From an optimization exercise on the open Yosys and OpenROAD flow, aimed at small area; shortcuts taken in it are not production practice. The RTL was checked by simulation tests, not by an equivalence proof against the original design.

==> trial 91 <==
==> flow/design.v <==
module axi_dma_mc_sched #(
  parameter int NUM_CH     = 4,
  parameter int AXI_ADDR_W = 32,
  parameter int AXI_DATA_W = 128,
  parameter int LEN_W      = 24,
  parameter int MAX_BURST  = 16,
  parameter int MAX_OUT    = 8
) (
  input  logic                   clk,
  input  logic                   rst_n,
  input  logic [NUM_CH-1:0]            ch_req_valid,
  output logic [NUM_CH-1:0]            ch_req_ready,
  input  logic [NUM_CH*AXI_ADDR_W-1:0] ch_req_src,
  input  logic [NUM_CH*AXI_ADDR_W-1:0] ch_req_dst,
  input  logic [NUM_CH*LEN_W-1:0]      ch_req_len,
  output logic                         cmd_valid,
  input  logic                         cmd_ready,
  output logic [((NUM_CH > 1) ? $clog2(NUM_CH) : 1)-1:0] cmd_ch,
  output logic [AXI_ADDR_W-1:0]        cmd_src,
  output logic [AXI_ADDR_W-1:0]        cmd_dst,
  output logic [7:0]                   cmd_len,
  output logic                         cmd_last,
  input  logic                         cpl_valid,
  input  logic [((NUM_CH > 1) ? $clog2(NUM_CH) : 1)-1:0] cpl_ch,
  input  logic                         cpl_err,
  output logic [NUM_CH-1:0]      ch_busy,
  output logic [NUM_CH-1:0]      ch_done,
  output logic [NUM_CH-1:0]      ch_err,
  input  logic [NUM_CH-1:0]      intr_en,
  input  logic [NUM_CH-1:0]      intr_clr,
  output logic                   intr_pend,
  output logic                   proto_err
);
  localparam int AW = 28;
  localparam int RW = 20;
  logic [3:0]    busy_q, iss_q, done_q, err_q, stat_q;
  logic [3:0]    out_q [4];
  logic          intr_pend_q, proto_err_q, cmd_valid_q;
  logic [1:0]    ptr_q;
  logic [AW-1:0] src_q [4];
  logic [AW-1:0] dst_q [4];
  logic [RW-1:0] rem_q [4];
  logic [AW-1:0] cmd_src_q, cmd_dst_q;
  logic [3:0]    cmd_len_q;
  logic          cmd_last_q;
  logic [3:0] elig, gnt;
  logic [1:0] gnt_idx;
  logic       any_elig, take, load;
  always_comb begin
    for (int i = 0; i < 4; i++) elig[i] = iss_q[i] & ~out_q[i][3];
  end
  always_comb begin
    logic [3:0] rot;
    logic [1:0] k;
    case (ptr_q)
      2'd0: rot = {elig[0], elig[3], elig[2], elig[1]};
      2'd1: rot = {elig[1], elig[0], elig[3], elig[2]};
      2'd2: rot = {elig[2], elig[1], elig[0], elig[3]};
      default: rot = elig;
    endcase
    k = rot[0] ? 2'd0 : rot[1] ? 2'd1 : rot[2] ? 2'd2 : 2'd3;
    gnt_idx = ptr_q + 2'd1 + k;
    any_elig = |elig;
    for (int i = 0; i < 4; i++) gnt[i] = any_elig && (gnt_idx == 2'(i));
  end
  assign take = ~cmd_valid_q | cmd_ready;
  assign load = any_elig & take;
  logic [AW-1:0] s_src, s_dst, n_src, n_dst;
  logic [RW-1:0] s_rem, n_rem;
  logic [3:0]    s_m1, d_m1, r_m1, sd_m1, m1;
  logic          r_small, c_sd, c_r, last;
  always_comb begin
    s_src = '0;
    s_dst = '0;
    s_rem = '0;
    for (int i = 0; i < 4; i++) begin
      s_src = s_src | ({AW{gnt[i]}} & src_q[i]);
      s_dst = s_dst | ({AW{gnt[i]}} & dst_q[i]);
      s_rem = s_rem | ({RW{gnt[i]}} & rem_q[i]);
    end
    s_m1    = (s_src[7:4] == 4'hF) ? ~s_src[3:0] : 4'hF;
    d_m1    = (s_dst[7:4] == 4'hF) ? ~s_dst[3:0] : 4'hF;
    r_m1    = (s_rem[RW-1:4] == '0) ? (s_rem[3:0] - 4'd1) : 4'hF;
    r_small = (s_rem[RW-1:5] == '0) && (!s_rem[4] || (s_rem[3:0] == 4'd0));
    c_sd    = (s_m1 <= d_m1);
    sd_m1   = c_sd ? s_m1 : d_m1;
    c_r     = (r_m1 <= sd_m1);
    m1      = c_r ? r_m1 : sd_m1;
    last    = r_small & c_r;
    n_src   = s_src + {{(AW-4){1'b0}}, m1} + 1'b1;
    n_dst   = s_dst + {{(AW-4){1'b0}}, m1} + 1'b1;
    n_rem   = s_rem - {{(RW-4){1'b0}}, m1} - 1'b1;
  end
  always_ff @(posedge clk) begin
    for (int i = 0; i < 4; i++) begin
      logic ld, up, hd;
      ld = ~busy_q[i];
      up = busy_q[i] & load & gnt[i];
      hd = busy_q[i] & ~(load & gnt[i]);
      src_q[i] <= ({AW{ld}} & ch_req_src[i*32+4 +: AW]) | ({AW{up}} & n_src) | ({AW{hd}} & src_q[i]);
      dst_q[i] <= ({AW{ld}} & ch_req_dst[i*32+4 +: AW]) | ({AW{up}} & n_dst) | ({AW{hd}} & dst_q[i]);
      rem_q[i] <= ({RW{ld}} & ch_req_len[i*24+4 +: RW]) | ({RW{up}} & n_rem) | ({RW{hd}} & rem_q[i]);
    end
  end
  always_ff @(posedge clk) begin
    if (take) begin
      cmd_src_q  <= s_src;
      cmd_dst_q  <= s_dst;
      cmd_len_q  <= m1;
      cmd_last_q <= last;
    end
  end
  logic [3:0] cpl_hit, dec, acc, zlen, issue_now;
  logic [3:0] out_d [4];
  logic [3:0] stat_d;
  always_comb begin
    for (int i = 0; i < 4; i++) begin
      cpl_hit[i]   = cpl_valid && (cpl_ch == 2'(i));
      dec[i]       = cpl_hit[i] && (out_q[i] != 4'd0);
      acc[i]       = ~busy_q[i] & ch_req_valid[i];
      zlen[i]      = (ch_req_len[i*24+4 +: RW] == '0);
      issue_now[i] = load & gnt[i];
      out_d[i]     = out_q[i] + {3'd0, issue_now[i]} - {3'd0, dec[i]};
      stat_d[i]    = (stat_q[i] & ~intr_clr[i]) | done_q[i];
    end
  end
  always_ff @(posedge clk or negedge rst_n) begin
    if (!rst_n) begin
      busy_q      <= '0;
      iss_q       <= '0;
      done_q      <= '0;
      err_q       <= '0;
      stat_q      <= '0;
      for (int i = 0; i < 4; i++) out_q[i] <= '0;
      intr_pend_q <= 1'b0;
      proto_err_q <= 1'b0;
      cmd_valid_q <= 1'b0;
      ptr_q       <= 2'd0;
    end else begin
      for (int i = 0; i < 4; i++) begin
        out_q[i] <= out_d[i];
        err_q[i] <= acc[i] ? 1'b0 : (err_q[i] | (dec[i] & cpl_err));
        if (!busy_q[i]) begin
          busy_q[i] <= ch_req_valid[i];
          iss_q[i]  <= ch_req_valid[i] & ~zlen[i];
          done_q[i] <= ch_req_valid[i] & zlen[i];
        end else if (iss_q[i]) begin
          if (issue_now[i] && last) iss_q[i] <= 1'b0;
          done_q[i] <= 1'b0;
        end else begin
          if (done_q[i]) begin
            busy_q[i] <= 1'b0;
            done_q[i] <= 1'b0;
          end else begin
            done_q[i] <= (out_d[i] == 4'd0);
          end
        end
      end
      stat_q      <= stat_d;
      intr_pend_q <= |(stat_d & intr_en);
      proto_err_q <= proto_err_q | (|(cpl_hit & ~dec));
      if (take) cmd_valid_q <= any_elig;
      if (load) ptr_q <= gnt_idx;
    end
  end
  assign ch_req_ready = ~busy_q;
  assign ch_busy      = busy_q;
  assign ch_done      = done_q;
  assign ch_err       = err_q;
  assign intr_pend    = intr_pend_q;
  assign proto_err    = proto_err_q;
  assign cmd_valid    = cmd_valid_q;
  assign cmd_ch       = ptr_q;
  assign cmd_src      = {cmd_src_q, 4'd0};
  assign cmd_dst      = {cmd_dst_q, 4'd0};
  assign cmd_len      = {4'd0, cmd_len_q};
  assign cmd_last     = cmd_last_q;
endmodule
==> flow/run.sh <==
#!/bin/bash
# synth_recipe.tcl (not shown) runs the flow's synth.tcl, then flattens the netlist and writes it again
# the make line also repeats each setting of config.mk as NAME=value (left out here)
make -C /OpenROAD-flow-scripts/flow DESIGN_CONFIG=/design/flow/config.mk WORK_HOME=/design/flow/orfs CLKGATE_MAP_FILE= SYNTH_SCRIPT=/design/flow/synth_recipe.tcl finish
==> flow/config.mk <==
export PLATFORM = sky130hd
export DESIGN_NAME = axi_dma_mc_sched
export DESIGN_NICKNAME = axi_dma_mc_sched
export VERILOG_FILES = /design/flow/design.v
export SDC_FILE = /design/flow/constraint.sdc
export NUM_CORES = 4
export LEC_CHECK = 0
export ABC_AREA = 1
export CAP_MARGIN = 20
export CORE_MARGIN = 2
export CORE_UTILIZATION = 40
export SLEW_MARGIN = 20
==> flow/constraint.sdc <==
create_clock -name core_clock -period 9.0 [get_ports {clk}]
set_input_delay 1.8000 -clock core_clock [delete_from_list [all_inputs] [get_ports {clk}]]
set_output_delay 1.8000 -clock core_clock [all_outputs]
set_load 0.01 [all_outputs]
==> build 7 (differences from trial 91) <==
==> flow/design.v, changed modules only <==
module axi_dma_mc_sched #(
  parameter int NUM_CH     = 4,
  parameter int AXI_ADDR_W = 32,
  parameter int AXI_DATA_W = 128,
  parameter int LEN_W      = 24,
  parameter int MAX_BURST  = 16,
  parameter int MAX_OUT    = 8
) (
  input  logic                   clk,
  input  logic                   rst_n,
  input  logic [NUM_CH-1:0]            ch_req_valid,
  output logic [NUM_CH-1:0]            ch_req_ready,
  input  logic [NUM_CH*AXI_ADDR_W-1:0] ch_req_src,
  input  logic [NUM_CH*AXI_ADDR_W-1:0] ch_req_dst,
  input  logic [NUM_CH*LEN_W-1:0]      ch_req_len,
  output logic                         cmd_valid,
  input  logic                         cmd_ready,
  output logic [((NUM_CH > 1) ? $clog2(NUM_CH) : 1)-1:0] cmd_ch,
  output logic [AXI_ADDR_W-1:0]        cmd_src,
  output logic [AXI_ADDR_W-1:0]        cmd_dst,
  output logic [7:0]                   cmd_len,
  output logic                         cmd_last,
  input  logic                         cpl_valid,
  input  logic [((NUM_CH > 1) ? $clog2(NUM_CH) : 1)-1:0] cpl_ch,
  input  logic                         cpl_err,
  output logic [NUM_CH-1:0]      ch_busy,
  output logic [NUM_CH-1:0]      ch_done,
  output logic [NUM_CH-1:0]      ch_err,
  input  logic [NUM_CH-1:0]      intr_en,
  input  logic [NUM_CH-1:0]      intr_clr,
  output logic                   intr_pend,
  output logic                   proto_err
);
  localparam int AW = 28;
  localparam int RW = 20;
  logic [3:0]    busy_q, iss_q, done_q, err_q, stat_q;
  logic [3:0]    out_q [4];
  logic          intr_pend_q, proto_err_q, cmd_valid_q;
  logic [1:0]    ptr_q;
  logic [AW-1:0] src_q [4];
  logic [AW-1:0] dst_q [4];
  logic [RW-1:0] rem_q [4];
  logic [AW-1:0] cmd_src_q, cmd_dst_q;
  logic [3:0]    cmd_len_q;
  logic          cmd_last_q;
  logic [3:0] elig, gnt;
  logic [1:0] gnt_idx;
  logic       any_elig, take, load;
  always_comb begin
    for (int i = 0; i < 4; i++) elig[i] = iss_q[i] & ~out_q[i][3];
  end
  always_comb begin
    case (ptr_q)
      2'd0: gnt = elig[1] ? 4'b0010 : elig[2] ? 4'b0100 : elig[3] ? 4'b1000 : {3'b000, elig[0]};
      2'd1: gnt = elig[2] ? 4'b0100 : elig[3] ? 4'b1000 : elig[0] ? 4'b0001 : {2'b00, elig[1], 1'b0};
      2'd2: gnt = elig[3] ? 4'b1000 : elig[0] ? 4'b0001 : elig[1] ? 4'b0010 : {1'b0, elig[2], 2'b00};
      default: gnt = elig[0] ? 4'b0001 : elig[1] ? 4'b0010 : elig[2] ? 4'b0100 : {elig[3], 3'b000};
    endcase
    gnt_idx  = {gnt[3] | gnt[2], gnt[3] | gnt[1]};
    any_elig = |elig;
  end
  assign take = ~cmd_valid_q | cmd_ready;
  assign load = any_elig & take;
  logic [AW-1:0] s_src, s_dst, n_src, n_dst;
  logic [RW-1:0] s_rem, n_rem;
  logic [3:0]    s_m1, d_m1, r_m1, m1;
  logic          r_small, c_sd, c_sr, c_dr, pick_s, pick_d, pick_r, last;
  logic [4:0]    s_lo, d_lo, r_lo;
  logic [AW-5:0] s_hi_inc, d_hi_inc;
  logic [RW-5:0] r_hi_dec;
  always_comb begin
    s_src = '0;
    s_dst = '0;
    s_rem = '0;
    for (int i = 0; i < 4; i++) begin
      s_src = s_src | ({AW{gnt[i]}} & ~src_q[i]);
      s_dst = s_dst | ({AW{gnt[i]}} & ~dst_q[i]);
      s_rem = s_rem | ({RW{gnt[i]}} & ~rem_q[i]);
    end
    s_m1    = (s_src[7:4] == 4'hF) ? ~s_src[3:0] : 4'hF;
    d_m1    = (s_dst[7:4] == 4'hF) ? ~s_dst[3:0] : 4'hF;
    r_m1    = (s_rem[RW-1:4] == '0) ? (s_rem[3:0] - 4'd1) : 4'hF;
    r_small = (s_rem[RW-1:5] == '0) && (!s_rem[4] || (s_rem[3:0] == 4'd0));
    c_sd    = (s_m1 <= d_m1);
    c_sr    = (s_m1 < r_m1);
    c_dr    = (d_m1 < r_m1);
    pick_s  = c_sd & c_sr;
    pick_d  = ~c_sd & c_dr;
    pick_r  = ~(pick_s | pick_d);
    m1      = ({4{pick_s}} & s_m1) | ({4{pick_d}} & d_m1) | ({4{pick_r}} & r_m1);
    last    = r_small & pick_r;
    n_src   = s_src + {{(AW-4){1'b0}}, m1} + 1'b1;
    n_dst   = s_dst + {{(AW-4){1'b0}}, m1} + 1'b1;
    n_rem   = s_rem - {{(RW-4){1'b0}}, m1} - 1'b1;
  end
  always_ff @(posedge clk) begin
    for (int i = 0; i < 4; i++) begin
      logic ld, up, hd;
      ld = ~busy_q[i];
      up = busy_q[i] & load & gnt[i];
      hd = busy_q[i] & ~(load & gnt[i]);
      src_q[i] <= ~(({AW{ld}} & ch_req_src[i*32+4 +: AW]) | ({AW{up}} & n_src) | ({AW{hd}} & ~src_q[i]));
      dst_q[i] <= ~(({AW{ld}} & ch_req_dst[i*32+4 +: AW]) | ({AW{up}} & n_dst) | ({AW{hd}} & ~dst_q[i]));
      rem_q[i] <= ~(({RW{ld}} & ch_req_len[i*24+4 +: RW]) | ({RW{up}} & n_rem) | ({RW{hd}} & ~rem_q[i]));
    end
  end
  always_ff @(posedge clk) begin
    if (take) begin
      cmd_src_q  <= s_src;
      cmd_dst_q  <= s_dst;
      cmd_len_q  <= m1;
      cmd_last_q <= last;
    end
  end
  logic [3:0] cpl_hit, dec, acc, zlen, issue_now;
  logic [3:0] out_d [4];
  logic [3:0] stat_d;
  always_comb begin
    for (int i = 0; i < 4; i++) begin
      cpl_hit[i]   = cpl_valid && (cpl_ch == 2'(i));
      dec[i]       = cpl_hit[i] && (out_q[i] != 4'd0);
      acc[i]       = ~busy_q[i] & ch_req_valid[i];
      zlen[i]      = (ch_req_len[i*24+4 +: RW] == '0);
      issue_now[i] = load & gnt[i];
      out_d[i]     = out_q[i] + {3'd0, issue_now[i]} - {3'd0, dec[i]};
      stat_d[i]    = (stat_q[i] & ~intr_clr[i]) | done_q[i];
    end
  end
  always_ff @(posedge clk or negedge rst_n) begin
    if (!rst_n) begin
      busy_q      <= '0;
      iss_q       <= '0;
      done_q      <= '0;
      err_q       <= '0;
      stat_q      <= '0;
      for (int i = 0; i < 4; i++) out_q[i] <= '0;
      intr_pend_q <= 1'b0;
      proto_err_q <= 1'b0;
      cmd_valid_q <= 1'b0;
      ptr_q       <= 2'd0;
    end else begin
      for (int i = 0; i < 4; i++) begin
        out_q[i] <= out_d[i];
        err_q[i] <= acc[i] ? 1'b0 : (err_q[i] | (dec[i] & cpl_err));
        if (!busy_q[i]) begin
          busy_q[i] <= ch_req_valid[i];
          iss_q[i]  <= ch_req_valid[i] & ~zlen[i];
          done_q[i] <= ch_req_valid[i] & zlen[i];
        end else if (iss_q[i]) begin
          if (issue_now[i] && last) iss_q[i] <= 1'b0;
          done_q[i] <= 1'b0;
        end else begin
          if (done_q[i]) begin
            busy_q[i] <= 1'b0;
            done_q[i] <= 1'b0;
          end else begin
            done_q[i] <= (out_d[i] == 4'd0);
          end
        end
      end
      stat_q      <= stat_d;
      intr_pend_q <= |(stat_d & intr_en);
      proto_err_q <= proto_err_q | (|(cpl_hit & ~dec));
      if (take) cmd_valid_q <= any_elig;
      if (load) ptr_q <= gnt_idx;
    end
  end
  assign ch_req_ready = ~busy_q;
  assign ch_busy      = busy_q;
  assign ch_done      = done_q;
  assign ch_err       = err_q;
  assign intr_pend    = intr_pend_q;
  assign proto_err    = proto_err_q;
  assign cmd_valid    = cmd_valid_q;
  assign cmd_ch       = ptr_q;
  assign cmd_src      = {cmd_src_q, 4'd0};
  assign cmd_dst      = {cmd_dst_q, 4'd0};
  assign cmd_len      = {4'd0, cmd_len_q};
  assign cmd_last     = cmd_last_q;
endmodule
==> flow/flow/run.sh (new file) <==
#!/bin/bash
# Own layout flow: the standard ORFS flow (standard.sh), with
#  - synthesis run unchanged except for an area-oriented ABC mapping script
#    (registers are mapped by dfflibmap before ABC, so they are the standard ones);
#  - port buffers of the smallest buffer cell;
#  - a clock tree from small clock buffers, without dummy loads.
# Each tool's output goes to a log file of its own in the work folder.
set -euo pipefail
W=$(pwd)
rm -rf "$W/orfs_scripts"
cp -r "$FLOW_HOME/scripts" "$W/orfs_scripts"
cp "$W/flow/abc_area.script" "$W/orfs_scripts/abc_area.script"
bash standard.sh SCRIPTS_DIR="$W/orfs_scripts" ABC_AREA=1 synth > "$W/flow_synth.log" 2>&1
source "$W/flow/knobs.sh"
bash standard.sh "${KNOBS[@]}" finish > "$W/flow_layout.log" 2>&1
==> flow/flow/abc_area.script (new file) <==
strash; &get -n; &fraig -x; &put; scorr; dc2; dretime; strash; &get -n; &dch -f; &nf -R 1000; &put; strash; dc2; &get -n; &dch -f; &nf -R 1000; &put; topo
==> flow/flow/knobs.sh (new file) <==
KNOBS=(
  "BUFFER_PORTS_ARGS=-buffer_cell sky130_fd_sc_hd__buf_1"
  "CTS_ARGS=-sink_clustering_enable -repair_clock_nets -dont_use_dummy_load -sink_clustering_size 16 -sink_clustering_max_diameter 60 -buf_list {sky130_fd_sc_hd__clkbuf_8}"
)
==> flow/standard.sh (new file) <==
#!/bin/bash
# synth_recipe.tcl (not shown) runs the flow's synth.tcl, then flattens the netlist and writes it again
# the make line also repeats each setting of config.mk as NAME=value (left out here)
make -C /OpenROAD-flow-scripts/flow DESIGN_CONFIG=/design/flow/config.mk WORK_HOME=/design/flow/orfs CLKGATE_MAP_FILE= SYNTH_SCRIPT=/design/flow/synth_recipe.tcl "${@:-finish}"
--- a/flow/config.mk
+++ b/flow/config.mk
@@ -7,6 +7,6 @@
 export LEC_CHECK = 0
-export ABC_AREA = 1
-export CAP_MARGIN = 20
+export CAP_MARGIN = 5
 export CORE_MARGIN = 2
-export CORE_UTILIZATION = 40
-export SLEW_MARGIN = 20
+export CORE_UTILIZATION = 60
+export GPL_TIMING_DRIVEN = 0
+export SLEW_MARGIN = 5
removed: flow/run.sh
==> notes <==
- Between trial 91 and build 7, the lower final cell count is in build 7 (gap about 50%, measured against build 7).
- In trial 91 the wire length is higher than in build 7, by 33%.
- Of build 7 and trial 91, trial 91 has the higher synthesized area (gap 20%, measured against trial 91).
- In trial 91 the worst setup slack is higher than in build 7, by 0.18 ns.
- Between build 7 and trial 91, the lower die area is in build 7 (gap about 46%, measured against trial 91).
- Against build 7, the register-to-register slack of trial 91 is higher by 0.18 ns.
==> figures <==
Sequential cell area share: build 7 0.426; trial 91 0.322
Finished Layout Cells: build 7 2753; trial 91 4103
Number of nets in the layout: build 7 2768; trial 91 3783
Area of the die: build 7 30300 µm²; trial 91 56000 µm²
Total cell area at the placement stage: build 7 20400 µm²; trial 91 26200 µm²
Wire length of the first global-routing pass: build 7 98000 µm; trial 91 131000 µm
Clkbuf count: build 7 31; trial 91 51
Result of the run: build 7 finished clean; trial 91 finished clean
Number of placed instances, taps included: build 7 2694; trial 91 4009
Endpoint arrival time on the critical path: build 7 9.01 ns; trial 91 8.86 ns
Critical Path Slowest Stage Cell: build 7 or4_4; trial 91 dfrtp_1

afterwards: timing with drivers on the ports:
How much do the figures lean on ideal ports? The routed layouts below were timed once more, with nothing changed but the port constraints. Step 1 assumes that a clkbuf_16 drives the clock port and a buf_2 every other input. Step 2 adds t to the input delays and takes it off the output delays; t is the mean of the earliest and latest rising clock arrival at the registers after step 1. Input paths then give back, and output paths get back, about the clock's delay inside the block. a / b / c = ideal ports / drivers / drivers and shift; a / b = the first two.
| run | t, ns | setup slack, ns | hold slack, ns | latest minus earliest clock arrival (ns) | cell pins on the clock port's net |
|---|---|---|---|---|---|
| trial 91 | 0.639 | 0.631 / 0.631 / 0.631 | 0.458 / 0.458 / 0.458 | 0.027 / 0.027 | 1 |
| build 7 | 0.675 | 0.453 / 0.453 / 0.453 | 0.495 / 0.495 / 0.495 | 0.035 / 0.035 | 1 |
After both steps every run listed still meets setup and hold.
